Background: an optimization exercise with open tools, aiming at small area. Do not read the settings as production practice. Where RTL was checked, it was by simulation tests only, not by an equivalence proof against the original. The RTL of runs 3 to 5 was laid out without a check of its function. Power and IR drop assume default switching activity. The clock port is modelled as an ideal driver; clocking choices that lean on that would not hold on a real chip.

$ cat design/flow/run.sh
#!/bin/bash
# synth_recipe.tcl (not shown) runs the flow's synth.tcl, then flattens the netlist and writes it again
# the make line also repeats each setting of config.mk as NAME=value (left out here)
make -C /OpenROAD-flow-scripts/flow DESIGN_CONFIG=/design/flow/config.mk WORK_HOME=/design/flow/orfs CLKGATE_MAP_FILE= SYNTH_SCRIPT=/design/flow/synth_recipe.tcl finish
$ cat design/flow/config.mk
export PLATFORM = sky130hd
export DESIGN_NAME = register_console_top
export DESIGN_NICKNAME = register_console_top
export VERILOG_FILES = /design/flow/design.v
export SDC_FILE = /design/flow/constraint.sdc
export NUM_CORES = 4
export LEC_CHECK = 0
export ABC_AREA = 0
export CAP_MARGIN = 20
export CORE_MARGIN = 2
export CORE_UTILIZATION = 60
export CTS_BUF_LIST = sky130_fd_sc_hd__clkbuf_8 sky130_fd_sc_hd__clkbuf_16
export CTS_CLUSTER_DIAMETER = 120
export CTS_CLUSTER_SIZE = 30
export SLEW_MARGIN = 20
export SYNTH_HIERARCHICAL = 1
export SYNTH_MINIMUM_KEEP_SIZE = 0
$ cat design/flow/constraint.sdc
create_clock -name core_clock -period 6.0 [get_ports {clk}]
set_input_delay 1.2000 -clock core_clock [delete_from_list [all_inputs] [get_ports {clk}]]
set_output_delay 1.2000 -clock core_clock [all_outputs]
set_load 0.01 [all_outputs]
$ cat design/flow/design.v
package regcon_pkg;
        typedef enum logic [2:0] {
                write    = 3'd0,
                read     = 3'd1,
                read_two = 3'd2,
                compare  = 3'd5,
                xor_op   = 3'd6,
                shift    = 3'd7
        } opcode_e;
        typedef logic [5-1:0] reg_addr_t;
        typedef logic [16-1:0] reg_word_t;
        typedef struct packed {
                logic                        pad;
                logic [4-1:0] amount;
        } shift_view_t;
        typedef union packed {
                reg_addr_t   addr;
                shift_view_t shift_view;
        } operand_u;
        typedef struct packed {
                opcode_e   opcode;
                reg_addr_t src_a;
                operand_u  src_b;
                reg_addr_t dest;
                reg_word_t data;
        } console_cmd_t;
        typedef struct packed {
                logic      valid;
                reg_word_t line1_word;
                reg_word_t line2_word;
        } display_req_t;
        typedef struct packed {
                logic      en;
                reg_addr_t addr;
                reg_word_t data;
        } reg_wr_t;
endpackage
`timescale 1ns/1ps
module register_console_top (
        input  logic                        clk,
        input  logic                        reset,
        input  logic                        rot,
        input  logic [4-1:0] bits,
        output logic [128-1:0]   line1,
        output logic [128-1:0]   line2
);
        localparam int P1 = 11;
        localparam int P2 = 22;
        localparam logic [3:0] CLR_N = 4'd11;
        logic       rot_prev;
        logic       busy;
        logic [2:0] fc;           
        logic [2:0] op;
        logic       cv, upd;      
        logic [4:0] A;            
        logic step, fstep, start, last;
        logic op_w, op_r, op_r2, op_c, op_x, op_s, writes;
        assign step  = rot & ~rot_prev;
        assign fstep = step & busy;
        assign start = step & ~busy & (bits[2:0] != 3'd3) & (bits[2:0] != 3'd4);
        assign op_w  = (op == 3'd0);
        assign op_r  = (op == 3'd1);
        assign op_r2 = (op == 3'd2);
        assign op_c  = (op == 3'd5);
        assign op_x  = (op == 3'd6);
        assign op_s  = (op == 3'd7);
        assign writes = ~(op_r | op_r2);
        always_comb begin
                case (op)
                        3'd1:    last = (fc == 3'd1);
                        3'd2:    last = (fc == 3'd3);
                        3'd7:    last = (fc == 3'd4);
                        default: last = (fc == 3'd5);
                endcase
        end
        always_ff @(posedge clk) begin
                if (reset) begin
                        rot_prev <= 1'b0;
                        busy     <= 1'b0;
                        cv       <= 1'b0;
                        upd      <= 1'b0;
                end else begin
                        rot_prev <= rot;
                        cv       <= fstep & last;
                        upd      <= cv;
                        if (start)
                                busy <= 1'b1;
                        else if (fstep & last)
                                busy <= 1'b0;
                end
        end
        logic a_lo, a_hi;
        always_comb begin
                if (op_w) begin
                        a_lo = (fc == 3'd0);
                        a_hi = (fc == 3'd1);
                end else if (op_s) begin
                        a_lo = (fc == 3'd0) | (fc == 3'd3);
                        a_hi = (fc == 3'd1) | (fc == 3'd4);
                end else begin
                        a_lo = ~fc[0];
                        a_hi = fc[0];
                end
        end
        always_ff @(posedge clk) begin
                if (start) begin
                        op <= bits[2:0];
                        fc <= 3'd0;
                end else if (fstep) begin
                        fc <= fc + 3'd1;
                end
                if (fstep & a_lo) A[3:0] <= bits;
                if (fstep & a_hi) A[4]   <= bits[0];
        end
        logic [31:0][15:0] ring;
        logic [4:0]  ptr;
        logic [3:0]  clr_cnt;
        logic        clr;
        logic        pv;          
        logic [4:0]  pp;          
        logic [15:0] pd;          
        logic [4:0]  q;           
        logic [4:0]  cdist;
        logic        q_ok;
        logic        hit;
        logic [15:0] rd;
        logic        wr_now;
        logic [15:0] res;
        logic        w0, w1, w2;
        assign q      = A + ptr;
        assign clr    = (clr_cnt != CLR_N);
        always_comb begin
                if (q >= 5'(P2))      cdist = q - 5'(P2);
                else if (q >= 5'(P1)) cdist = q - 5'(P1);
                else                  cdist = q;
        end
        assign q_ok = ({1'b0, clr_cnt} > cdist);
        assign hit = pv & (q == pp);
        logic [32:0]       rsel;
        logic [32:0][15:0] rsrc;
        logic [10:0][15:0] rd_n;
        assign rsel = {hit, ({32{q_ok & ~hit}} & (32'd1 << q))};
        assign rsrc = {pd, ring};
        for (genvar g = 0; g < 11; g++) begin : g_rd
                for (genvar b = 0; b < 16; b++) begin : g_bit
                        rc_aoi222 u_aoi (
                                .a1 (rsrc[3*g][b]),   .a2 (rsel[3*g]),
                                .b1 (rsrc[3*g+1][b]), .b2 (rsel[3*g+1]),
                                .c1 (rsrc[3*g+2][b]), .c2 (rsel[3*g+2]),
                                .y  (rd_n[g][b])
                        );
                end
        end
        always_comb begin
                rd = 16'd0;
                for (int g = 0; g < 11; g++) rd = rd | ~rd_n[g];
        end
        assign w0 = clr | (pv & (pp == 5'd31));
        assign w1 = clr | (pv & (pp == 5'(P1 - 1)));
        assign w2 = clr | (pv & (pp == 5'(P2 - 1)));
        assign wr_now = upd & writes;
        always_ff @(posedge clk) begin
                for (int i = 1; i < 32; i++) ring[i] <= ring[i-1];
                ring[0]  <= w0 ? pd : ring[31];
                ring[P1] <= w1 ? pd : ring[P1-1];
                ring[P2] <= w2 ? pd : ring[P2-1];
        end
        always_ff @(posedge clk) begin
                if (reset) begin
                        ptr     <= 5'd0;
                        clr_cnt <= 4'd0;
                        pv      <= 1'b0;
                        pd      <= 16'd0;
                end else begin
                        ptr <= ptr + 5'd1;
                        if (clr) clr_cnt <= clr_cnt + 4'd1;
                        if (wr_now) begin
                                pv <= 1'b1;
                                pd <= res;
                        end else if (w0 | w1 | w2) begin
                                pv <= 1'b0;
                        end
                end
                pp <= (wr_now ? q : pp) + 5'd1;
        end
        logic [15:0] T;
        logic [3:0]  amt;
        logic [3:0]  a_cur;
        logic        sh4, sh1, wdat;
        assign a_cur = (fstep & op_s & (fc == 3'd2)) ? bits : amt;
        assign wdat  = fstep & op_w & (fc >= 3'd2);
        assign sh4   = wdat | (a_cur[3:2] != 2'd0);
        assign sh1   = (a_cur[1:0] != 2'd0);
        always_ff @(posedge clk) begin
                if (reset)
                        amt <= 4'd0;
                else if (a_cur[3:2] != 2'd0)
                        amt <= a_cur - 4'd4;
                else if (a_cur[1:0] != 2'd0)
                        amt <= a_cur - 4'd1;
                else
                        amt <= a_cur;
        end
        always_ff @(posedge clk) begin
                if ((fc == 3'd2) & ~step)
                        T <= rd;
                else if (fstep & (op_c | op_x) & (fc == 3'd4))
                        T <= T ^ rd;
                else if (sh4)
                        T <= {wdat ? bits : 4'd0, T[15:4]};
                else if (sh1)
                        T <= {1'b0, T[15:1]};
        end
        assign res = op_c ? {15'd0, (T == 16'd0)} : T;
        logic [15:0] L1, L2;
        logic        LN;
        always_ff @(posedge clk) begin
                if (reset) begin
                        L1 <= 16'd0;
                        L2 <= 16'd0;
                        LN <= 1'b0;
                end else if (upd) begin
                        L1 <= op_r2 ? T : {11'd0, A};
                        L2 <= (op_r | op_r2) ? rd : res;
                        LN <= 1'b1;
                end
        end
        always_comb begin
                for (int i = 0; i < 16; i++) begin
                        line1[i*8 +: 8] = {2'b00, LN, LN, 3'b000, L1[i]};
                        line2[i*8 +: 8] = {2'b00, LN, LN, 3'b000, L2[i]};
                end
        end
endmodule
module rc_aoi222 (
        input  logic a1, a2, b1, b2, c1, c2,
        output logic y
);
        assign y = ~((a1 & a2) | (b1 & b2) | (c1 & c2));
endmodule
==> results of run 1 <==
==> state kept, by name (all words and copies together) (netlist names) <==
| name | cells |
|---|---|
| fc | 3 |
| L1 | 16 |
| amt | 4 |
| ptr | 5 |
| LN | 1 |
| pv | 1 |
| pd | 16 |
| op | 3 |
| ring | 512 |
| upd | 1 |
| clr_cnt | 4 |
| L2 | 16 |
| pp | 5 |
| A | 5 |
| cv | 1 |
| T | 16 |
| rot_prev | 1 |
| busy | 1 |
==> Yosys cell counts (all sizes together) (5+ instances only) <==
cell type and count:
edfxtp 24, nand2b 18, clkbuf 23, nor2 53, nand3b 6, xnor2 9
nand3 39, o21ai 59, a222oi 176, buf 243, nor3 43, a22oi 13
mux2 49, inv 24, dfxtp 587, nor4 8, a211oi 12, o221a 13
mux2i 22, nor2b 9, nand4 40, xor2 8, nand2 57, a32oi 5
o21a 7, ha 24, a21oi 59
==> report_power, final <==
| group | internal, mW | total, mW | switching, mW |
|---|---|---|---|
| Sequential | 4.12 | 4.16 | 0.0489 |
| Clock | 0.740 | 1.95 | 1.21 |
| Combinational | 0.164 | 0.459 | 0.295 |
==> worst max path at each step <==
stage	start	end	depth (start not counted)
floorplan	A[0]$_DFFE_PP_	T[12]$_DFFE_PP_	23
global placement	A[0]$_DFFE_PP_	T[11]$_DFFE_PP_	26
detailed placement	A[0]$_DFFE_PP_	T[11]$_DFFE_PP_	26
CTS	A[0]$_DFFE_PP_	T[11]$_DFFE_PP_	26
global route	A[0]$_DFFE_PP_	T[11]$_DFFE_PP_	26
finish	A[0]$_DFFE_PP_	T[11]$_DFFE_PP_	25
==> through the flow <==
| step | worst slack (ns) | power (mW) |
|---|---|---|
| after floorplan | 0.1633 | 4.631 |
| after global placement | 0.1596 | 4.686 |
| after detailed placement | 0.07718 | 4.695 |
| after CTS | 0.04934 | 6.570 |
| after global routing | -0.04116 | 6.783 |
| final | 0.2028 | 6.570 |
==> critical path, stage by stage (launching register included) <==
cell and delay [ns]:
edfxtp_1 0.41, ha_1 0.25, fa_1 0.43, xor2_1 0.19, inv_1 0.08, ha_1 0.22
a21oi_1 0.18, nand2_1 0.09, a311oi_2 0.26, nand2b_1 0.15, a32oi_1 0.10, ha_1 0.30
nor2b_1 0.13, o21a_1 0.16, o21a_1 0.18, buf_4 0.14, o2111ai_2 0.24, nor2_1 0.27
buf_4 0.29, a222oi_1 0.36, nand4_1 0.20, nor3_2 0.31, buf_4 0.20, mux2i_1 0.18
a22oi_1 0.08, o221a_1 0.13
==> metal layers <==
layer / wire [um] / track usage (%) / vias up
met5: 0 / 0 / -
met4: 1567 / 8.207 / 0
met3: 4806 / 4.885 / 111
met2: 23410 / 44.86 / 685
met1: 22720 / 42.02 / 6666
li1: - / - / 6137
==> what timing repair did <==
item                       in CTS  in global routing
setup endpoints to repair       0                 28
setup buffers                   0                  2
gates resized for setup         0                 14
==> cell families (layout without fill, tap and decap cells) <==
logic type	after synthesis	after routing	share of synthesized area (%)
multiplexers	71	71	3.809
buffers and inverters	290	227	9.729
XOR/XNOR	19	19	0.9939
AO/OA/AOI/OAI	367	367	14.74
other	1	161	0.01850
adder cells (fa/ha/maj)	26	26	1.630
flip-flops	611	611	61.53
AND/OR/NAND/NOR	295	295	7.544
==> Yosys stat by module, one instance, submodules excluded <==
module	flops+latches	cells
register_console_top	611	1504
rc_aoi222	0	1
==> area by class of cell <==
cell class,instances,area share [%]
Clock inverter,5,0.2164
Clock buffer,24,2.733
Tap cell,448,2.551
Multi-Input combinational cell,938,29.98
Sequential cell,611,56.78
Inverter,24,0.4100
Antenna cell,1,0.01139
Timing Repair Buffer,174,7.323
==> placed cells by master, fill, tap and decap left out, types with 6 or more instances in the layout <==
cell             count
nand3_1             39
o21ai_0             53
nand2_1             57
nand4_1             39
nor3_2              14
nand3b_1             6
mux2_2              49
xnor2_1              8
nand2b_1            18
a22oi_1             13
xor2_1               8
ha_1                24
o221a_1             12
nor2b_1              9
mux2i_1             22
inv_1               27
conb_1             160
clkdlybuf4s50_1    101
dfxtp_1            585
a21oi_1             59
a211oi_1            11
nor3_1              26
buf_4               65
nor2_1              51
a222oi_1           176
o21a_1               7
edfxtp_1            24
clkbuf_16           24
==> out/summary.txt, run 1 <==
===============================================================================================
Crit. End Element ................................................................     register
Cell area after synthesis ........................................................ 0.02027 mm^2
Post-route antenna net violation count ...........................................            0
Instance count of the mapped netlist .............................................         1680
Finished Core Util ...............................................................       65.85%
Reg-to-reg critical path endpoint ................................................ T[11]$_DFFE_PP_
Slew Limit Headroom ..............................................................       24.98%
Final #Nets ......................................................................         1805
Starting utilization of the core area ............................................       60.75%
RSZ-0062 raised after global routing .............................................          yes
Worst IR Drop VDD ................................................................  0.0002545 V
Reg2reg path depth ...............................................................           25
Final design area excluding fillers .............................................. 0.02197 mm^2
Worst hold-check path type ....................................................... register to register
Die ar. .......................................................................... 0.03527 mm^2
Average cell area after synthesis ................................................   12.06 um^2
Final setup violation count ......................................................            0
Internal reg-to-reg setup slack ..................................................      0.20 ns
Overflow left after global routing ...............................................            0
Worst-skew pair later-pin latency ................................................      0.59 ns
Total clock buffers created by CTS ...............................................           24
Final estimated routing congestion in global placement ...........................       0.8908
Count of hold-fix buffers inserted at cts ........................................            0
Share of async-settable or async-resettable flops after synthesis ................           0%
Clock input transition at the sequential cells of the worst setup and hold paths .      0.12 ns
Max Cap Viol .....................................................................            0
Drt first-iter violations ........................................................         2014
Routed vias/inst .................................................................        6.112
Worst clock skew .................................................................   0.02685 ns
Cell depth of the worst hold path ................................................            0
Pins Over Slew Limit .............................................................            0
Area leader, netlist .............................................................      dfxtp_1
Fraction of synthesized cell area taken by the top area cell type ................       57.98%
Die height .......................................................................     187.8 um
Distinct cells, synth ............................................................           69
Least-Margin Pin Slew ............................................................     1.118 ns
Beginning of the worst hold path ................................................. ring[365]$_DFF_P_
Ratio of final minimum period to clock period ....................................       96.62%
Fraction of final layout cells sized beyond drive strength 1 .....................       10.64%
Root buffer cell .................................................................    clkbuf_16
Via count of the first global-routing pass .......................................        12750
Sequential share of the synthesized area .........................................       61.53%
Number of rows created at floorplan ..............................................           67
CP arrival .......................................................................      6.14 ns
Standard cell area after detailed placement ...................................... 0.02121 mm^2
Largest net degree at the start of global routing ................................           68
#FFs+latches synth ...............................................................          611
Summed negative setup slack over all endpoints ...................................         0 ns
Clock tree from TritonCTS ........................................................          yes
Capture endpoint of the worst hold path .......................................... ring[381]$_DFF_P_
Result of the run ................................................................ complete, no violations
Signed area change from the synthesized netlist to the final layout ..............       8.402%
Final-layout fill cell count .....................................................         2638
Area used by sequential logic in the layout ...................................... 0.01247 mm^2
Final WL .........................................................................     52510 um
Count of placed standard cells in the final layout, fillers left out .............         2225
Hold violation count in the final report .........................................            0
Count of synthesis-stage warnings from yosys .....................................            7
R2R Path Start ................................................................... A[0]$_DFFE_PP_
Port Buffers .....................................................................          102
Number of remaining DRC errors ...................................................            0
Placed cell count ................................................................         2193
Post-synth top flop ..............................................................      dfxtp_1
Chip width .......................................................................     187.8 um
Detailed-route wire length per cell ..............................................     23.60 um
Number of top-level pins .........................................................          263
Maximum fanout encountered on the critical timing path ...........................            9
Power Density .................................................................... 299.0 mW/mm^2
CP required ......................................................................      6.35 ns
Startpoint class of the critical path ............................................     register
Final critical path time including I/O delays and setup ..........................     5.797 ns
Final hold slack .................................................................    0.3423 ns
Core footprint ................................................................... 0.03336 mm^2
Max Clock Freq ...................................................................    172.5 MHz
TritonRoute pass-1 iters .........................................................            7
Global-route wire length before repair ...........................................     78430 um
Antenna violations before repair .................................................            1
Total routing resource utilization after global routing ..........................       28.97%
Count of flip-flops with a built-in enable after synthesis .......................           24
WS Path Type ..................................................................... register to register
Area occupied by multi-input gates ............................................... 0.006586 mm^2
H-tree lvl count .................................................................            1
Half-perimeter wire length after detailed placement ..............................     34500 um
Total via count in the routed design .............................................        13599
Number of buffers on the longest clock path ......................................            3
Cells taking the most area after synthesis ....................................... dfxtp_1, a222oi_1, buf_4
Leakage component of the power ...................................................     8.335 nW
Number of sinks handled by clock tree synthesis ..................................          611
===============================================================================================
==> inputs of run 2 (changes only) <==
==> design/flow/flow/run.sh (new file) <==
#!/bin/bash
# Standard ORFS layout with three changes: the tie cell is not split per load,
# ports are buffered with buf_1, and CTS inserts no dummy loads.
set -euo pipefail
bash standard.sh \
  SKIP_REPAIR_TIE_FANOUT=1 \
  "BUFFER_PORTS_ARGS=-buffer_cell sky130_fd_sc_hd__buf_1" \
  "CTS_ARGS=-sink_clustering_enable -repair_clock_nets -dont_use_dummy_load -buf_list {sky130_fd_sc_hd__clkbuf_8 sky130_fd_sc_hd__clkbuf_16} -sink_clustering_size 30 -sink_clustering_max_diameter 120" \
  finish > standard.log 2>&1
==> design/flow/standard.sh (new file) <==
#!/bin/bash
# synth_recipe.tcl (not shown) runs the flow's synth.tcl, then flattens the netlist and writes it again
# the make line also repeats each setting of config.mk as NAME=value (left out here)
make -C /OpenROAD-flow-scripts/flow DESIGN_CONFIG=/design/flow/config.mk WORK_HOME=/design/flow/orfs CLKGATE_MAP_FILE= SYNTH_SCRIPT=/design/flow/synth_recipe.tcl "${@:-finish}"
removed: design/flow/run.sh
==> run 2 against run 1 <==
Compared with the run above:
- clock power fell by 3%
- sequential power hardly changed
- maximum frequency increased by 0.93%
- synthesized cell count stayed put
- sequential share of layout area increased by 3.5 points
- final cell count fell by 7.3%
- die area unchanged
- first-iteration DRC count increased by 12%
==> out/summary.txt, run 2 <==
===============================================================================================
Number of sinks handled by clock tree synthesis ..................................          611
Detailed-route wire length per cell ..............................................     26.44 um
Net Switching ....................................................................     1.531 mW
Reg2reg path depth ...............................................................           22
Finished Core Util ...............................................................       62.07%
Fraction of final layout cells sized beyond drive strength 1 .....................       12.52%
Ordered cell list for the critical path .......................................... ha_1, fa_1, buf_4, nand3_1, nand3_1, nand2_1, o21ai_0, a32oi_1, ha_1, nor2b_1, o21a_1, o21a_1, o211ai_1, buf_4, nor3_2, buf_4, a222oi_1, nand4_1, nor3_2, mux2i_1, a22oi_1, o221a_1
Port Buffers .....................................................................          102
Max Cap Viol .....................................................................            0
#FFs+latches synth ...............................................................          611
Antenna violations before repair .................................................            1
Largest stage delay on the critical path .........................................      0.53 ns
Final setup violation count ......................................................            0
Startpoint class of the critical path ............................................     register
Pins Over Slew Limit .............................................................            0
Total via count in the routed design .............................................        13459
Leakage component of the power ...................................................     7.561 nW
Worst hold-check path type ....................................................... register to register
Launch point of the critical path ................................................ A[0]$_DFFE_PP_
Core footprint ................................................................... 0.03336 mm^2
Share of async-settable or async-resettable flops after synthesis ................           0%
Library cell appearing most often on the critical path ...........................        buf_4
Most frequently used cell type in the post-synthesis netlist .....................      dfxtp_1
TritonRoute pass-1 iters .........................................................           13
Power Density .................................................................... 315.2 mW/mm^2
Post-route antenna net violation count ...........................................            0
Worst clock skew .................................................................   0.08731 ns
Max Clock Freq ...................................................................    174.1 MHz
Cells taking the most area after synthesis ....................................... dfxtp_1, a222oi_1, buf_4
Max Used Layer ...................................................................         met4
Hold violation count in the final report .........................................            0
Number of top-level pins .........................................................          263
Final critical path time including I/O delays and setup ..........................     5.744 ns
Clock tree from TritonCTS ........................................................          yes
Starting utilization of the core area ............................................       60.75%
H-tree lvl count .................................................................            1
Instance count of the mapped netlist .............................................         1680
Sum of met2 wire segment lengths after detailed routing ..........................     23640 um
Biggest register .................................................................         ring
Drt first-iter violations ........................................................         2246
Clock share of power .............................................................        29.1%
Number of rows created at floorplan ..............................................           67
Cell area after synthesis ........................................................ 0.02027 mm^2
Count of flip-flops with a built-in enable after synthesis .......................           24
Commonest non-fill, non-tap cell in the layout ...................................      dfxtp_1
Min setup slack post-route .......................................................    0.2560 ns
Number of flip-flops under the largest register name .............................          512
Area leader, netlist .............................................................      dfxtp_1
Crit. End Element ................................................................     register
Root buffer cell .................................................................    clkbuf_16
Worst-skew pair later-pin latency ................................................      0.59 ns
Switching part of the total power ................................................       23.46%
Via count of the first global-routing pass .......................................        12663
Commonest cells after routing, fill and taps aside ............................... dfxtp_1, a222oi_1, buf_1
Fraction of synthesized cell area taken by the top area cell type ................       57.98%
Sequential group share of total power ............................................        63.9%
CP required ......................................................................      6.36 ns
PnR Total Power ..................................................................     6.528 mW
Slew Limit Headroom ..............................................................       24.91%
Slowest-stage cell, CP ...........................................................       nor3_2
Reg-to-reg critical path endpoint ................................................ T[10]$_DFFE_PP_
Total clock buffers created by CTS ...............................................           24
Half-perimeter wire length after detailed placement ..............................     37260 um
Final WL .........................................................................     54520 um
Total routing resource utilization after global routing ..........................       30.04%
Most instantiated cells after synthesis .......................................... dfxtp_1, buf_4, a222oi_1
Internal Dissipation .............................................................     4.997 mW
Sequential share of the synthesized area .........................................       61.53%
CP arrival .......................................................................      6.10 ns
Final estimated routing congestion in global placement ...........................       0.9003
Global-route wire length before repair ...........................................     80820 um
Chip width .......................................................................     187.8 um
Met3 Routed Length ...............................................................      5174 um
Average cell area after synthesis ................................................   12.06 um^2
R2R Path Start ................................................................... A[0]$_DFFE_PP_
Total routed wire length on the met1 layer .......................................     24710 um
Clock input transition at the sequential cells of the worst setup and hold paths .      0.11 ns
Worst IR Drop VDD ................................................................  0.0002680 V
Count of synthesis-stage warnings from yosys .....................................            7
Worst-case setup slack after placement ...........................................   -0.1170 ns
Number of buffers on the longest clock path ......................................            3
Number of remaining DRC errors ...................................................            0
Result of the run ................................................................ complete, no violations
Overflow left after global routing ...............................................            0
Die height .......................................................................     187.8 um
WS Path Type ..................................................................... register to register
Final #Nets ......................................................................         1647
Distinct cells, synth ............................................................           69
Largest net degree at the start of global routing ................................          161
Signed area change from the synthesized netlist to the final layout ..............       2.179%
Die ar. .......................................................................... 0.03527 mm^2
Critical path capture point ...................................................... T[10]$_DFFE_PP_
Maximum fanout encountered on the critical timing path ...........................            9
Ratio of final minimum period to clock period ....................................       95.73%
Routed vias/inst .................................................................        6.527
Internal reg-to-reg setup slack ..................................................      0.26 ns
Summed negative setup slack over all endpoints ...................................         0 ns
Final hold slack .................................................................    0.2978 ns
Least-Margin Pin Slew ............................................................     1.122 ns
Post-synth top flop ..............................................................      dfxtp_1
Part of the power in combinational logic .........................................         7.0%
===============================================================================================
run 2: cell counts after synthesis:
No cell type changed its count.
run 2: per-module statistics from Yosys, one instance, submodules excluded:
| module | flip-flops and latches | area (um^2) | cells inside | times used |
|---|---|---|---|---|
| rc_aoi222 | 0 | 10.01 | 1 | 176 |
| register_console_top | 611 | 18510 | 1504 | 1 |
run 2: timing repair:
action / 4_1_cts / 5_1_grt
pin swaps: 0 / 10
resized for setup: 1 / 20
buffers inserted: 0 / 1
hold buffers: 0 / 0
endpoints found under the setup margin: 1 / 28
run 2: cell type report:
cell class,instances,area [um^2]
Clock buffer,24,600.6
Antenna cell,1,2.502
Timing Repair Buffer,175,939.7
Sequential cell,611,12470
Tap cell,448,560.5
Inverter,24,90.09
Multi-Input combinational cell,779,6042
Fill cell,2764,12650
run 2: how the worst min path moves through the flow:
stage                             end         startpoint  cells after the start
floorplan           ring[112]$_DFF_P_   ring[96]$_DFF_P_                      0
global placement     ring[17]$_DFF_P_    ring[1]$_DFF_P_                      0
detailed placement   ring[64]$_DFF_P_   ring[48]$_DFF_P_                      0
CTS                 ring[478]$_DFF_P_  ring[462]$_DFF_P_                      0
global route        ring[478]$_DFF_P_  ring[462]$_DFF_P_                      0
finish              ring[478]$_DFF_P_  ring[462]$_DFF_P_                      0
run 2: kinds of logic (layout without fill, tap and decap cells):
logic type	after synthesis	after routing	share of synthesized area [%]
compound gates	367	367	14.74
xor+xnor	19	19	0.9939
fa+ha+maj	26	26	1.630
buf+inv	290	223	9.729
flops	611	611	61.53
mux	71	71	3.809
other cells	1	2	0.01850
simple gates	295	295	7.544
run 2: critical path: cells and delay by family (launching register included):
kind                       cells  cell delay, ns
and+or+nand+nor                7            1.66
DFF                            1            0.39
AOI/OAI and AO/OA              8            1.68
buffers and inverters          3            0.68
adders and majority gates      3            0.93
muxes                          1            0.25
run 2: power groups by stage:
stage	Combinational, mW	Sequential [mW]	Clock [mW]
2_1_floorplan	0.397	4.23	0
3_3_place_gp	0.437	4.26	0
3_5_place_dp	0.442	4.26	0
4_1_cts	0.445	4.17	1.92
5_1_grt	0.497	4.18	2.06
6_report	0.457	4.17	1.90
run 2: metrics by stage:
step	cells	cell area, um^2
finish	2062	20710
global route	2061	20710
CTS	2060	20600
detailed placement	2036	19990
global placement	2036	19990
floorplan	1680	20270
run 2: routing by layer:
metal / track usage, % / vias to the layer above
met2: 45.73 / 720
met5: 0 / -
met4: 5.966 / 0
met1: 45.83 / 6671
met3: 4.230 / 71
li1: - / 5997
==> inputs of run 3 (changes only) <==
--- a/design/flow/design.v
+++ b/design/flow/design.v
@@ -120,6 +120,7 @@
         logic [4:0]  pp;          
         logic [15:0] pd;          
         logic [4:0]  q;           
+        logic [15:0] ring_q;
         logic [4:0]  cdist;
         logic        q_ok;
         logic        hit;
@@ -128,6 +129,7 @@
         logic [15:0] res;
         logic        w0, w1, w2;
         assign q      = A + ptr;
+        assign ring_q = ring[q];
         assign clr    = (clr_cnt != CLR_N);
         always_comb begin
                 if (q >= 5'(P2))      cdist = q - 5'(P2);
@@ -136,25 +138,7 @@
         end
         assign q_ok = ({1'b0, clr_cnt} > cdist);
         assign hit = pv & (q == pp);
-        logic [32:0]       rsel;
-        logic [32:0][15:0] rsrc;
-        logic [10:0][15:0] rd_n;
-        assign rsel = {hit, ({32{q_ok & ~hit}} & (32'd1 << q))};
-        assign rsrc = {pd, ring};
-        for (genvar g = 0; g < 11; g++) begin : g_rd
-                for (genvar b = 0; b < 16; b++) begin : g_bit
-                        rc_aoi222 u_aoi (
-                                .a1 (rsrc[3*g][b]),   .a2 (rsel[3*g]),
-                                .b1 (rsrc[3*g+1][b]), .b2 (rsel[3*g+1]),
-                                .c1 (rsrc[3*g+2][b]), .c2 (rsel[3*g+2]),
-                                .y  (rd_n[g][b])
-                        );
-                end
-        end
-        always_comb begin
-                rd = 16'd0;
-                for (int g = 0; g < 11; g++) rd = rd | ~rd_n[g];
-        end
+        assign rd  = hit ? pd : (q_ok ? ring_q : 16'd0);
         assign w0 = clr | (pv & (pp == 5'd31));
         assign w1 = clr | (pv & (pp == 5'(P1 - 1)));
         assign w2 = clr | (pv & (pp == 5'(P2 - 1)));
@@ -232,9 +216,3 @@
                 end
         end
 endmodule
-module rc_aoi222 (
-        input  logic a1, a2, b1, b2, c1, c2,
-        output logic y
-);
-        assign y = ~((a1 & a2) | (b1 & b2) | (c1 & c2));
-endmodule
==> design/flow/run.sh (new file) <==
#!/bin/bash
# synth_recipe.tcl (not shown) runs the flow's synth.tcl, then flattens the netlist and writes it again
# the make line also repeats each setting of config.mk as NAME=value (left out here)
make -C /OpenROAD-flow-scripts/flow DESIGN_CONFIG=/design/flow/config.mk WORK_HOME=/design/flow/orfs CLKGATE_MAP_FILE= SYNTH_SCRIPT=/design/flow/synth_recipe.tcl finish
==> design/flow/config.mk (replaced) <==
export PLATFORM = sky130hd
export DESIGN_NAME = register_console_top
export DESIGN_NICKNAME = register_console_top
export VERILOG_FILES = /design/flow/design.v
export SDC_FILE = /design/flow/constraint.sdc
export NUM_CORES = 4
export LEC_CHECK = 0
export ABC_AREA = 1
export CAP_MARGIN = 20
export CORE_MARGIN = 2
export CORE_UTILIZATION = 60
export SLEW_MARGIN = 20
removed: design/flow/flow/run.sh
removed: design/flow/standard.sh
==> run 3 against run 2 <==
Compared with the run above:
- critical path depth did not move
- clock skew shrank 0.074 ns
- worst setup slack gained 1.1 ns
- still clean
- first-iteration DRC count fell by 43%
- design area increased by 22%
- final cell count grew 63%
- largest power group unchanged
- critical endpoint is now T[13]$_DFFE_PP_
- power rose by 35%
- clock power is 93% higher
- register-to-register slack improved by 1.1 ns
- sequential power about the same
- wire length grew 3.8%
- combinational power grew 120%
==> out/summary.txt, run 3 <==
===============================================================================================
Maximum fanout encountered on the critical timing path ...........................           35
Overflow left after global routing ...............................................            0
Port Buffers .....................................................................          102
Drt first-iter violations ........................................................         1272
Internal reg-to-reg setup slack ..................................................      1.33 ns
Detailed-route wire length per cell ..............................................     16.85 um
Total clock buffers created by CTS ...............................................           59
Starting utilization of the core area ............................................       61.21%
Adder-Cell Fraction of Synth Area ................................................       1.167%
Global-route wire length before repair ...........................................     89950 um
Worst-skew pair later-pin latency ................................................      0.61 ns
Sequential share of the synthesized area .........................................       53.84%
Cell area after synthesis ........................................................ 0.02316 mm^2
Max Clock Freq ...................................................................    213.9 MHz
Final setup violation count ......................................................            0
Number of sinks handled by clock tree synthesis ..................................          611
Reg-to-reg critical path endpoint ................................................ T[13]$_DFFE_PP_
Power Density .................................................................... 350.7 mW/mm^2
Worst hold-check path type ....................................................... register to register
Cell depth of the worst hold path ................................................            0
Post-CTS Setup Bufs ..............................................................            0
Final design area excluding fillers .............................................. 0.02520 mm^2
Placed cell count ................................................................         3253
TritonRoute pass-1 iters .........................................................            7
Count of placed standard cells in the final layout, fillers left out .............         3357
Die height .......................................................................     200.5 um
Startpoint class of the critical path ............................................     register
Final WL .........................................................................     56580 um
Number of flip-flops under the largest register name .............................          512
Result of the run ................................................................ complete, no violations
Largest net degree at the start of global routing ................................          208
Inserted Diodes ..................................................................            0
#FFs+latches synth ...............................................................          611
Half-perimeter wire length after detailed placement ..............................     33690 um
Final critical path time including I/O delays and setup ..........................     4.675 ns
H-tree lvl count .................................................................            2
Beginning of the worst hold path ................................................. ring[77]$_DFF_P_
Number of remaining DRC errors ...................................................            0
Count of hold-fix buffers inserted at cts ........................................            0
CP required ......................................................................      6.36 ns
Distinct cells, synth ............................................................           41
Fraction of final layout cells sized beyond drive strength 1 .....................       5.481%
Average cell area after synthesis ................................................   8.188 um^2
Max Cap Viol .....................................................................            0
Via count of the first global-routing pass .......................................        16790
Largest family of logic cells by synthesized area ................................ simple AND/OR/NAND/NOR gates
Worst-case setup slack after placement ...........................................     1.412 ns
Cells taking the most area after synthesis ....................................... dfxtp_1, nand2_1, nand3_1
Capture endpoint of the worst hold path .......................................... ring[93]$_DFF_P_
Least-Margin Pin Slew ............................................................     1.136 ns
Count of flip-flops with a built-in enable after synthesis .......................           24
Most instantiated cells after synthesis .......................................... nand2_1, dfxtp_1, nand3_1
Count of synthesis-stage warnings from yosys .....................................            1
Standard cell area after detailed placement ...................................... 0.02328 mm^2
WS Path Type ..................................................................... register to register
Crit. End Element ................................................................     register
Number of top-level pins .........................................................          263
Root buffer cell .................................................................    clkbuf_16
Hold violation count in the final report .........................................            0
Finished Core Util ...............................................................       66.59%
Simple-gate share of the synthesized area ........................................       27.90%
Synth Area in Compound Gates .....................................................       3.867%
Reg2reg path depth ...............................................................           22
Pins Over Slew Limit .............................................................            0
Post-CTS resize count ............................................................            0
Share of async-settable or async-resettable flops after synthesis ................           0%
Final #Nets ......................................................................         2831
Fraction of synthesized cell area taken by the top area cell type ................       50.73%
Clock input transition at the sequential cells of the worst setup and hold paths .      0.06 ns
Slew Limit Headroom ..............................................................       24.24%
Number of buffers on the longest clock path ......................................            3
Core footprint ................................................................... 0.03784 mm^2
Signed area change from the synthesized netlist to the final layout ..............       8.793%
Area leader, netlist .............................................................      dfxtp_1
Number of rows created at floorplan ..............................................           71
Commonest cells after routing, fill and taps aside ............................... nand2_1, dfxtp_1, nand3_1
Die ar. .......................................................................... 0.04020 mm^2
Total routing resource utilization after global routing ..........................       27.47%
Clock tree from TritonCTS ........................................................          yes
Chip width .......................................................................     200.5 um
Summed negative setup slack over all endpoints ...................................         0 ns
R2R Path Start ................................................................... A[0]$_DFFE_PP_
Post-synth top flop ..............................................................      dfxtp_1
Final estimated routing congestion in global placement ...........................       0.9250
Antenna violations before repair .................................................            0
Commonest non-fill, non-tap cell in the layout ...................................      nand2_1
Total via count in the routed design .............................................        17783
Ratio of final minimum period to clock period ....................................       77.91%
Routed vias/inst .................................................................        5.297
Instance count of the mapped netlist .............................................         2829
RSZ-0062 raised after global routing .............................................           no
Min setup slack post-route .......................................................     1.325 ns
Leakage component of the power ...................................................     10.52 nW
Most frequently used cell type in the post-synthesis netlist .....................      nand2_1
CP arrival .......................................................................      5.03 ns
Fraction of synthesized area in multiplexers .....................................      0.7238%
Xor and xnor fraction of the mapped netlist area .................................      0.3403%
Biggest register .................................................................         ring
Worst clock skew .................................................................   0.01317 ns
Worst IR Drop VDD ................................................................  0.0002530 V
Post-route antenna net violation count ...........................................            0
===============================================================================================
[run 3: area by class of cell]
class	count	area, um^2
well taps	511	639.4
clock inverters	13	162.7
inverters	128	488.0
flip-flops and latches	611	12470
repair buffers	122	1179
clock buffers	91	1759
fillers	3217	12640
multi-input cells	1881	8501
[run 3: through the flow]
stage                     total power [mW]  hold WS [ns]
after detailed placement             5.258        0.3327
after global placement               5.252        0.3294
final                                8.838        0.3356
after CTS                            8.879        0.3314
after floorplan                      5.073        0.3231
after global routing                 9.159        0.3488
[run 3: worst max path at each step]
stage / to / slack (ns) / startpoint / cells after the start
after floorplan: T[13]$_DFFE_PP_ / 2.08 / A[0]$_DFFE_PP_ / 28
after global placement: T[12]$_DFFE_PP_ / 1.51 / A[0]$_DFFE_PP_ / 22
after detailed placement: T[13]$_DFFE_PP_ / 1.41 / A[0]$_DFFE_PP_ / 22
after CTS: T[13]$_DFFE_PP_ / 1.39 / A[0]$_DFFE_PP_ / 22
after global routing: T[13]$_DFFE_PP_ / 0.89 / A[0]$_DFFE_PP_ / 22
final: T[13]$_DFFE_PP_ / 1.33 / A[0]$_DFFE_PP_ / 22
[run 3: logic make-up (layout without fill, tap and decap cells)]
group	Yosys count	count (layout)
AND/OR/NAND/NOR	1507	1507
flip-flops	611	611
buffers and inverters	496	354
AO/OA/AOI/OAI	169	169
adder cells (fa/ha/maj)	21	21
multiplexers	15	15
XOR/XNOR	9	9
other	1	160
[run 3: worst max-delay path, cell delays in order (launching register included)]
cell and delay, ns:
edfxtp_1 0.44, ha_4 0.20, fa_4 1.09, ha_1 0.26, inv_1 0.06, nor2_1 0.13
nand3_1 0.11, nand3_2 0.11, mux2i_1 0.08, nand2_1 0.07, o21ai_0 0.10, ha_1 0.34
inv_1 0.04, nor2_1 0.09, o211ai_1 0.09, a21boi_0 0.16, nand2_1 0.12, nor2_4 0.41
nand2_1 0.18, nand2_1 0.14, nand2_1 0.06, nand3_1 0.07, a21oi_1 0.07
[run 3: per-layer routing]
| layer | GRT usage, % | routed length (um) | vias to the layer above |
|---|---|---|---|
| met1 | 37.62 | 25340 | 8430 |
| met5 | 0 | 0 | - |
| met4 | 8.757 | 1341 | 0 |
| met3 | 3.718 | 3405 | 110 |
| li1 | - | - | 8694 |
| met2 | 45.23 | 26490 | 549 |
[run 3: power by group]
group          switching, mW  internal [mW]  leakage (nW)
Sequential            0.0360           4.12          4.95
Clock                   1.52           2.13         0.944
Combinational          0.727          0.293          4.63
==> inputs of run 4 (changes only) <==
--- a/design/flow/config.mk
+++ b/design/flow/config.mk
@@ -9,4 +9,5 @@
 export CAP_MARGIN = 20
 export CORE_MARGIN = 2
 export CORE_UTILIZATION = 60
+export CTS_BUF_LIST = sky130_fd_sc_hd__clkbuf_4
 export SLEW_MARGIN = 20
==> run 4 against run 3 <==
Compared with the run above:
- critical path depth stayed put
- clock skew is 0.034 ns higher
- design area is 0.37% higher
- wire length is 1.1% higher
- sequential share of layout area is 0.18 points lower
- highest routed layer unchanged
==> out/summary.txt, run 4 <==
===============================================================================================
Detailed-route wire length per cell ..............................................     16.25 um
Max Clock Freq ...................................................................    215.5 MHz
Drt first-iter violations ........................................................         1398
CP required ......................................................................      6.60 ns
Count of synthesis-stage warnings from yosys .....................................            1
Share of async-settable or async-resettable flops after synthesis ................           0%
Starting utilization of the core area ............................................       61.21%
Reg-to-reg critical path endpoint ................................................ T[13]$_DFFE_PP_
Launch point of the critical path ................................................ A[0]$_DFFE_PP_
Number of flip-flops under the largest register name .............................          512
Fraction of synthesized cell area taken by the top area cell type ................       50.73%
Distinct cells, synth ............................................................           41
R2R Path Start ................................................................... A[0]$_DFFE_PP_
Via count of the first global-routing pass .......................................        17490
Summed negative setup slack over all endpoints ...................................         0 ns
Number of buffers on the longest clock path ......................................            3
Final estimated routing congestion in global placement ...........................       0.9250
Post-synth top flop ..............................................................      dfxtp_1
Commonest non-fill, non-tap cell in the layout ...................................      nand2_1
Buffers plus inverters on the worst setup path ...................................            2
RSZ-0062 raised after global routing .............................................           no
Root buffer cell .................................................................     clkbuf_4
Count of placed standard cells in the final layout, fillers left out .............         3518
Cells taking the most area after synthesis ....................................... dfxtp_1, nand2_1, nand3_1
Power Density .................................................................... 346.2 mW/mm^2
Total via count in the routed design .............................................        18233
Count of hold-fix buffers inserted at cts ........................................            0
Number of rows created at floorplan ..............................................           71
Core footprint ................................................................... 0.03784 mm^2
Signed area change from the synthesized netlist to the final layout ..............       9.198%
Ordered cell list for the critical path .......................................... ha_4, fa_4, ha_1, inv_1, nor2_1, nand3_1, nand3_2, mux2i_1, nand2_1, o21ai_0, ha_1, inv_1, nor2_1, o211ai_1, a21boi_0, nand2_1, nor2_4, nand2_1, nand2_1, nand2_1, nand3_1, a21oi_1
Critical path capture point ...................................................... T[13]$_DFFE_PP_
Startpoint class of the critical path ............................................     register
Biggest register .................................................................         ring
Clock input transition at the sequential cells of the worst setup and hold paths .      0.07 ns
Final #Nets ......................................................................         2924
#FFs+latches synth ...............................................................          611
Port Buffers .....................................................................          102
Most frequently used cell type in the post-synthesis netlist .....................      nand2_1
Worst IR Drop VDD ................................................................  0.0002236 V
Count of flip-flops with a built-in enable after synthesis .......................           24
Number of sinks handled by clock tree synthesis ..................................          611
Global-route wire length before repair ...........................................     91290 um
Most instantiated cells after synthesis .......................................... nand2_1, dfxtp_1, nand3_1
Cell depth of the worst hold path ................................................            0
Final WL .........................................................................     57170 um
Leakage component of the power ...................................................     10.75 nW
Largest net degree at the start of global routing ................................          208
Final hold slack .................................................................    0.3205 ns
Pins Over Slew Limit .............................................................            0
Placed cell count ................................................................         3253
Internal reg-to-reg setup slack ..................................................      1.36 ns
Crit. End Element ................................................................     register
WS Path Type ..................................................................... register to register
Fraction of final layout cells sized beyond drive strength 1 .....................       10.25%
Instance count of the mapped netlist .............................................         2829
Total routing resource utilization after global routing ..........................       27.91%
Clock tree from TritonCTS ........................................................          yes
Commonest cells after routing, fill and taps aside ............................... nand2_1, dfxtp_1, nand3_1
Hold violation count in the final report .........................................            0
CP arrival .......................................................................      5.24 ns
Cell family with the largest share of critical-path delay ........................  adder cells
Max Cap Viol .....................................................................            0
Post-route antenna net violation count ...........................................            0
Sequential share of the synthesized area .........................................       53.84%
Min setup slack post-route .......................................................     1.359 ns
Routed vias/inst .................................................................        5.183
H-tree lvl count .................................................................            4
Maximum fanout encountered on the critical timing path ...........................           35
PnR Total Power ..................................................................     8.756 mW
Ratio of final minimum period to clock period ....................................       77.35%
Die height .......................................................................     200.5 um
Final-layout fill cell count .....................................................         3288
Result of the run ................................................................ complete, no violations
Cell area after synthesis ........................................................ 0.02316 mm^2
Final setup violation count ......................................................            0
Largest stage delay on the critical path .........................................      1.09 ns
Total clock buffers created by CTS ...............................................          151
Library cell appearing most often on the critical path ...........................      nand2_1
Number of remaining DRC errors ...................................................            0
Number of top-level pins .........................................................          263
Average cell area after synthesis ................................................   8.188 um^2
Post-CTS resize count ............................................................            0
Post-CTS Setup Bufs ..............................................................            0
Half-perimeter wire length after detailed placement ..............................     33690 um
Area leader, netlist .............................................................      dfxtp_1
Worst-skew pair later-pin latency ................................................      0.86 ns
Reg2reg path depth ...............................................................           22
Die ar. .......................................................................... 0.04020 mm^2
Worst clock skew .................................................................   0.04713 ns
Worst-case setup slack after placement ...........................................     1.412 ns
TritonRoute pass-1 iters .........................................................            5
Critical Path Stages .............................................................           22
Slowest-stage cell, CP ...........................................................         fa_4
Overflow left after global routing ...............................................            0
Slew Limit Headroom ..............................................................       26.82%
Least-Margin Pin Slew ............................................................     1.094 ns
Worst hold-check path type ....................................................... register to register
Antenna violations before repair .................................................            1
Final critical path time including I/O delays and setup ..........................     4.641 ns
Chip width .......................................................................     200.5 um
===============================================================================================
run 4: how the worst min path moves through the flow:
stage                 startpoint                 to  slack, ns
2_1_floorplan  ring[271]$_DFF_P_  ring[287]$_DFF_P_       0.32
3_3_place_gp   ring[414]$_DFF_P_  ring[430]$_DFF_P_       0.33
3_5_place_dp   ring[303]$_DFF_P_  ring[319]$_DFF_P_       0.33
4_1_cts         ring[46]$_DFF_P_   ring[62]$_DFF_P_       0.32
5_1_grt        ring[294]$_DFF_P_  ring[310]$_DFF_P_       0.33
6_report       ring[479]$_DFF_P_  ring[495]$_DFF_P_       0.32
run 4: logic make-up (layout without fill, tap and decap cells):
kind of cell    after synthesis  after routing  synth area share (%)
fa+ha+maj                    21             21                 1.167
xor+xnor                      9              9                0.3403
other cells                   1            161               0.01619
simple gates               1507           1507                 27.90
mux                          15             15                0.7238
compound gates              169            169                 3.867
flops                       611            611                 53.84
buf+inv                     496            514                 12.15
run 4: layer usage:
| metal | up-vias | part of all wire (%) | track usage, % |
|---|---|---|---|
| met1 | 8608 | 45 | 37.58 |
| met5 | - | 0 | 0 |
| met3 | 91 | 6.5 | 5.536 |
| met4 | 0 | 1.9 | 9.762 |
| li1 | 8953 | - | - |
| met2 | 581 | 47 | 44.95 |
run 4: through the flow:
step / utilization [%] / instance area, um^2
after global routing: 66.84 / 25300
after CTS: 66.78 / 25270
after detailed placement: 61.52 / 23280
after floorplan: - / 23760
after global placement: 61.52 / 23280
final: 66.84 / 25300
run 4: where the power goes:
group	switching (mW)	internal, mW	total (mW)
Combinational	0.725	0.296	1.02
Clock	1.63	1.95	3.58
Sequential	0.0362	4.12	4.16
run 4: final cells by class:
cell class / count / area (um^2) / area share (%)
diodes: 1 / 2.502 / 0.009893
clock buffers: 221 / 1659 / 6.559
clock inverters: 42 / 334.1 / 1.321
inverters: 128 / 488.0 / 1.929
multi-input cells: 1881 / 8501 / 33.61
flip-flops and latches: 611 / 12470 / 49.31
well taps: 511 / 639.4 / 2.528
repair buffers: 123 / 1199 / 4.739
==> inputs of run 5 (changes only) <==
--- a/design/flow/config.mk
+++ b/design/flow/config.mk
@@ -9,5 +9,6 @@
 export CAP_MARGIN = 20
 export CORE_MARGIN = 2
 export CORE_UTILIZATION = 60
-export CTS_BUF_LIST = sky130_fd_sc_hd__clkbuf_4
+export CTS_BUF_LIST = sky130_fd_sc_hd__clkbuf_2 sky130_fd_sc_hd__clkbuf_4 sky130_fd_sc_hd__clkbuf_8
+export CTS_CLUSTER_SIZE = 20
 export SLEW_MARGIN = 20
==> run 5 against run 4 <==
Compared with the run above:
- via count shrank 2.2%
- sequential share of layout area shrank 0.078 points
- die area is the same
- first-iteration DRC count grew 2.3%
- combinational power is essentially flat
- clock skew shrank 0.0046 ns
- largest cell class unchanged
- largest power group unchanged
==> out/summary.txt, run 5 <==
===============================================================================================
Result of the run ................................................................ complete, no violations
Final-layout fill cell count .....................................................         3233
Area occupied by multi-input gates ............................................... 0.008501 mm^2
TritonRoute pass-1 iters .........................................................            5
Fraction of synthesized cell area taken by the top area cell type ................       50.73%
Die height .......................................................................     200.5 um
Count of flip-flops with a built-in enable after synthesis .......................           24
Worst clock skew .................................................................   0.04258 ns
Starting utilization of the core area ............................................       61.21%
Drt first-iter violations ........................................................         1430
Final setup violation count ......................................................            0
Largest net degree at the start of global routing ................................          208
Finished Core Util ...............................................................       66.95%
Final #Nets ......................................................................         2866
Inserted Diodes ..................................................................            0
Commonest non-fill, non-tap cell in the layout ...................................      nand2_1
Core footprint ................................................................... 0.03784 mm^2
Die ar. .......................................................................... 0.04020 mm^2
Post-synth top flop ..............................................................      dfxtp_1
Slew Limit Headroom ..............................................................       25.77%
Switching part of the total power ................................................       26.71%
Least-Margin Pin Slew ............................................................     1.113 ns
Standard cell area after detailed placement ...................................... 0.02328 mm^2
H-tree lvl count .................................................................            3
WS Path Type ..................................................................... register to register
Crit. End Element ................................................................     register
Min setup slack post-route .......................................................     1.348 ns
Average cell area after synthesis ................................................   8.188 um^2
Count of synthesis-stage warnings from yosys .....................................            1
Detailed-route wire length per cell ..............................................     16.52 um
Startpoint class of the critical path ............................................     register
Area leader, netlist .............................................................      dfxtp_1
Ordered cell list for the critical path .......................................... ha_4, fa_4, ha_1, inv_1, nor2_1, nand3_1, nand3_2, mux2i_1, nand2_1, o21ai_0, ha_1, inv_1, nor2_1, o211ai_1, a21boi_0, nand2_1, nor2_4, nand2_1, nand2_1, nand2_1, nand3_1, a21oi_1
Share of async-settable or async-resettable flops after synthesis ................           0%
Final estimated routing congestion in global placement ...........................       0.9250
Biggest register .................................................................         ring
Leakage component of the power ...................................................     10.68 nW
Net Switching ....................................................................     2.365 mW
Worst hold-check path type ....................................................... register to register
Final critical path time including I/O delays and setup ..........................     4.652 ns
Cell family with the largest share of critical-path delay ........................  adder cells
Global-route wire length before repair ...........................................     90470 um
Number of rows created at floorplan ..............................................           71
CP required ......................................................................      6.44 ns
Slowest-stage cell, CP ...........................................................         fa_4
Total via count in the routed design .............................................        17828
Instance count of the mapped netlist .............................................         2829
Signed area change from the synthesized netlist to the final layout ..............       9.371%
Number of top-level pins .........................................................          263
Number of buffers on the longest clock path ......................................            3
Most frequently used cell type in the post-synthesis netlist .....................      nand2_1
#FFs+latches synth ...............................................................          611
Power Density .................................................................... 349.6 mW/mm^2
Sequential share of the synthesized area .........................................       53.84%
Hold violation count in the final report .........................................            0
Worst IR Drop VDD ................................................................  0.0002586 V
Count of hold-fix buffers inserted at cts ........................................            0
Pins Over Slew Limit .............................................................            0
Area used by sequential logic in the layout ...................................... 0.01247 mm^2
Most instantiated cells after synthesis .......................................... nand2_1, dfxtp_1, nand3_1
Commonest cells after routing, fill and taps aside ............................... nand2_1, dfxtp_1, nand3_1
Total routing resource utilization after global routing ..........................       27.63%
Buffers plus inverters on the worst setup path ...................................            2
Clock tree from TritonCTS ........................................................          yes
Clock input transition at the sequential cells of the worst setup and hold paths .      0.06 ns
Chip width .......................................................................     200.5 um
Cells taking the most area after synthesis ....................................... dfxtp_1, nand2_1, nand3_1
Worst-skew pair later-pin latency ................................................      0.69 ns
Part of the power in combinational logic .........................................        11.5%
Ratio of final minimum period to clock period ....................................       77.54%
Library cell appearing most often on the critical path ...........................      nand2_1
Antenna violations before repair .................................................            0
Routed vias/inst .................................................................        5.207
Number of flip-flops under the largest register name .............................          512
Maximum fanout encountered on the critical timing path ...........................           35
Post-route antenna net violation count ...........................................            0
Overflow left after global routing ...............................................            0
Via count of the first global-routing pass .......................................        16942
CP arrival .......................................................................      5.09 ns
Number of sinks handled by clock tree synthesis ..................................          611
Half-perimeter wire length after detailed placement ..............................     33690 um
Summed negative setup slack over all endpoints ...................................         0 ns
Post-CTS resize count ............................................................            0
Cell area after synthesis ........................................................ 0.02316 mm^2
Sequential group share of total power ............................................        47.0%
Final design area excluding fillers .............................................. 0.02534 mm^2
Total clock buffers created by CTS ...............................................           94
RSZ-0062 raised after global routing .............................................           no
Worst-case setup slack after placement ...........................................     1.412 ns
Internal Dissipation .............................................................     6.492 mW
Port Buffers .....................................................................          102
Clock share of power .............................................................        41.5%
Final WL .........................................................................     56570 um
Post-CTS Setup Bufs ..............................................................            0
Fraction of final layout cells sized beyond drive strength 1 .....................       8.342%
Largest stage delay on the critical path .........................................      1.09 ns
Max Cap Viol .....................................................................            0
Number of remaining DRC errors ...................................................            0
Root buffer cell .................................................................     clkbuf_8
Distinct cells, synth ............................................................           41
Max Clock Freq ...................................................................    215.0 MHz
===============================================================================================
## run 5: cell counts after synthesis
No cell type changed its count.
## run 5: power by group through the flow
| stage | combinational (mW) | clock (mW) | sequential, mW |
|---|---|---|---|
| finish | 1.02 | 3.68 | 4.16 |
| global route | 1.13 | 3.91 | 4.16 |
| CTS | 1.01 | 3.73 | 4.16 |
| detailed placement | 1.01 | 0 | 4.25 |
| global placement | 1.00 | 0 | 4.25 |
| floorplan | 0.834 | 0 | 4.24 |
## run 5: worst paths after layout
| check | from | to | slack (ns) | cells past startpoint |
|---|---|---|---|---|
| worst min register to register | ring[469]$_DFF_P_ | ring[485]$_DFF_P_ | 0.32 | 0 |
| worst max register to register | A[0]$_DFFE_PP_ | T[13]$_DFFE_PP_ | 1.35 | 22 |
| worst max-delay path | A[0]$_DFFE_PP_ | T[13]$_DFFE_PP_ | 1.35 | 22 |
| worst min-delay path | ring[469]$_DFF_P_ | ring[485]$_DFF_P_ | 0.32 | 0 |
## run 5: logic make-up (layout without fill, tap and decap cells)
logic type               count (synthesis)  in the layout  synth area share (%)
adder cells (fa/ha/maj)                 21             21                 1.167
flip-flops                             611            611                 53.84
XOR/XNOR                                 9              9                0.3403
multiplexers                            15             15                0.7238
AND/OR/NAND/NOR                       1507           1507                 27.90
other                                    1            160               0.01619
buffers and inverters                  496            421                 12.15
AO/OA/AOI/OAI                          169            169                 3.867
## run 5: through the flow
step / power, mW / hold slack, ns / std cells
2_1_floorplan: 5.073 / 0.3231 / 2988
3_3_place_gp: 5.252 / 0.3294 / 3253
3_5_place_dp: 5.258 / 0.3327 / 3253
4_1_cts: 8.902 / 0.3301 / 3424
5_1_grt: 9.203 / 0.3393 / 3424
6_report: 8.857 / 0.3245 / 3424
## run 5: routing by layer
layer / wire [um] / GRT usage, % / up-vias
met3: 3584 / 4.627 / 93
li1: - / - / 8775
met2: 26150 / 44.42 / 590
met1: 25520 / 37.70 / 8370
met5: 0 / 0 / -
met4: 1320 / 10.00 / 0
## run 5: layout make-up
cell class	instances	share of cell area [%]
timing repair buffer	122	4.652
sequential	611	49.23
inverter	128	1.926
clock buffer	154	7.576
clock inverter	17	0.5383
tap	511	2.524
multi-input combinational	1881	33.55

[what the ideal ports hide]
No port has a modelled driver above. Below, the same layouts with a new extraction and two added sets of constraints. Step 1 (the two cells are an assumption about what drives the block):
set clk [get_ports {clk}]
set_driving_cell -lib_cell sky130_fd_sc_hd__clkbuf_16 $clk
set_driving_cell -lib_cell sky130_fd_sc_hd__buf_2 [delete_from_list [all_inputs] $clk]
Step 2 times the ports against the registers' clock, not the clock port: input delays grow and output delays shrink by t, the midpoint of the rising clock arrivals with the driver on. Slacks: no drivers / after step 1 / after step 2; pairs: no drivers / after step 1.
| run | shift t [ns] | slack for setup (ns) | worst setup path after step 2 | slew at the worst register clock pin (ns) | worst data-port slew with drivers (ns) |
|---|---|---|---|---|---|
| run 1 | 0.621 | 0.203 / 0.203 / 0.203 | register to register | 0.12 / 0.12 | 0.03 |
| run 2 | 0.601 | 0.256 / 0.256 / 0.256 | register to register | 0.12 / 0.12 | 0.03 |
| run 3 | 0.663 | 1.325 / 1.325 / 1.325 | register to register | 0.07 / 0.07 | 0.03 |
| run 4 | 0.879 | 1.359 / 1.359 / 1.359 | register to register | 0.08 / 0.08 | 0.03 |
| run 5 | 0.718 | 1.348 / 1.348 / 1.348 | register to register | 0.07 / 0.07 | 0.03 |
After both steps every run listed still meets setup and hold.
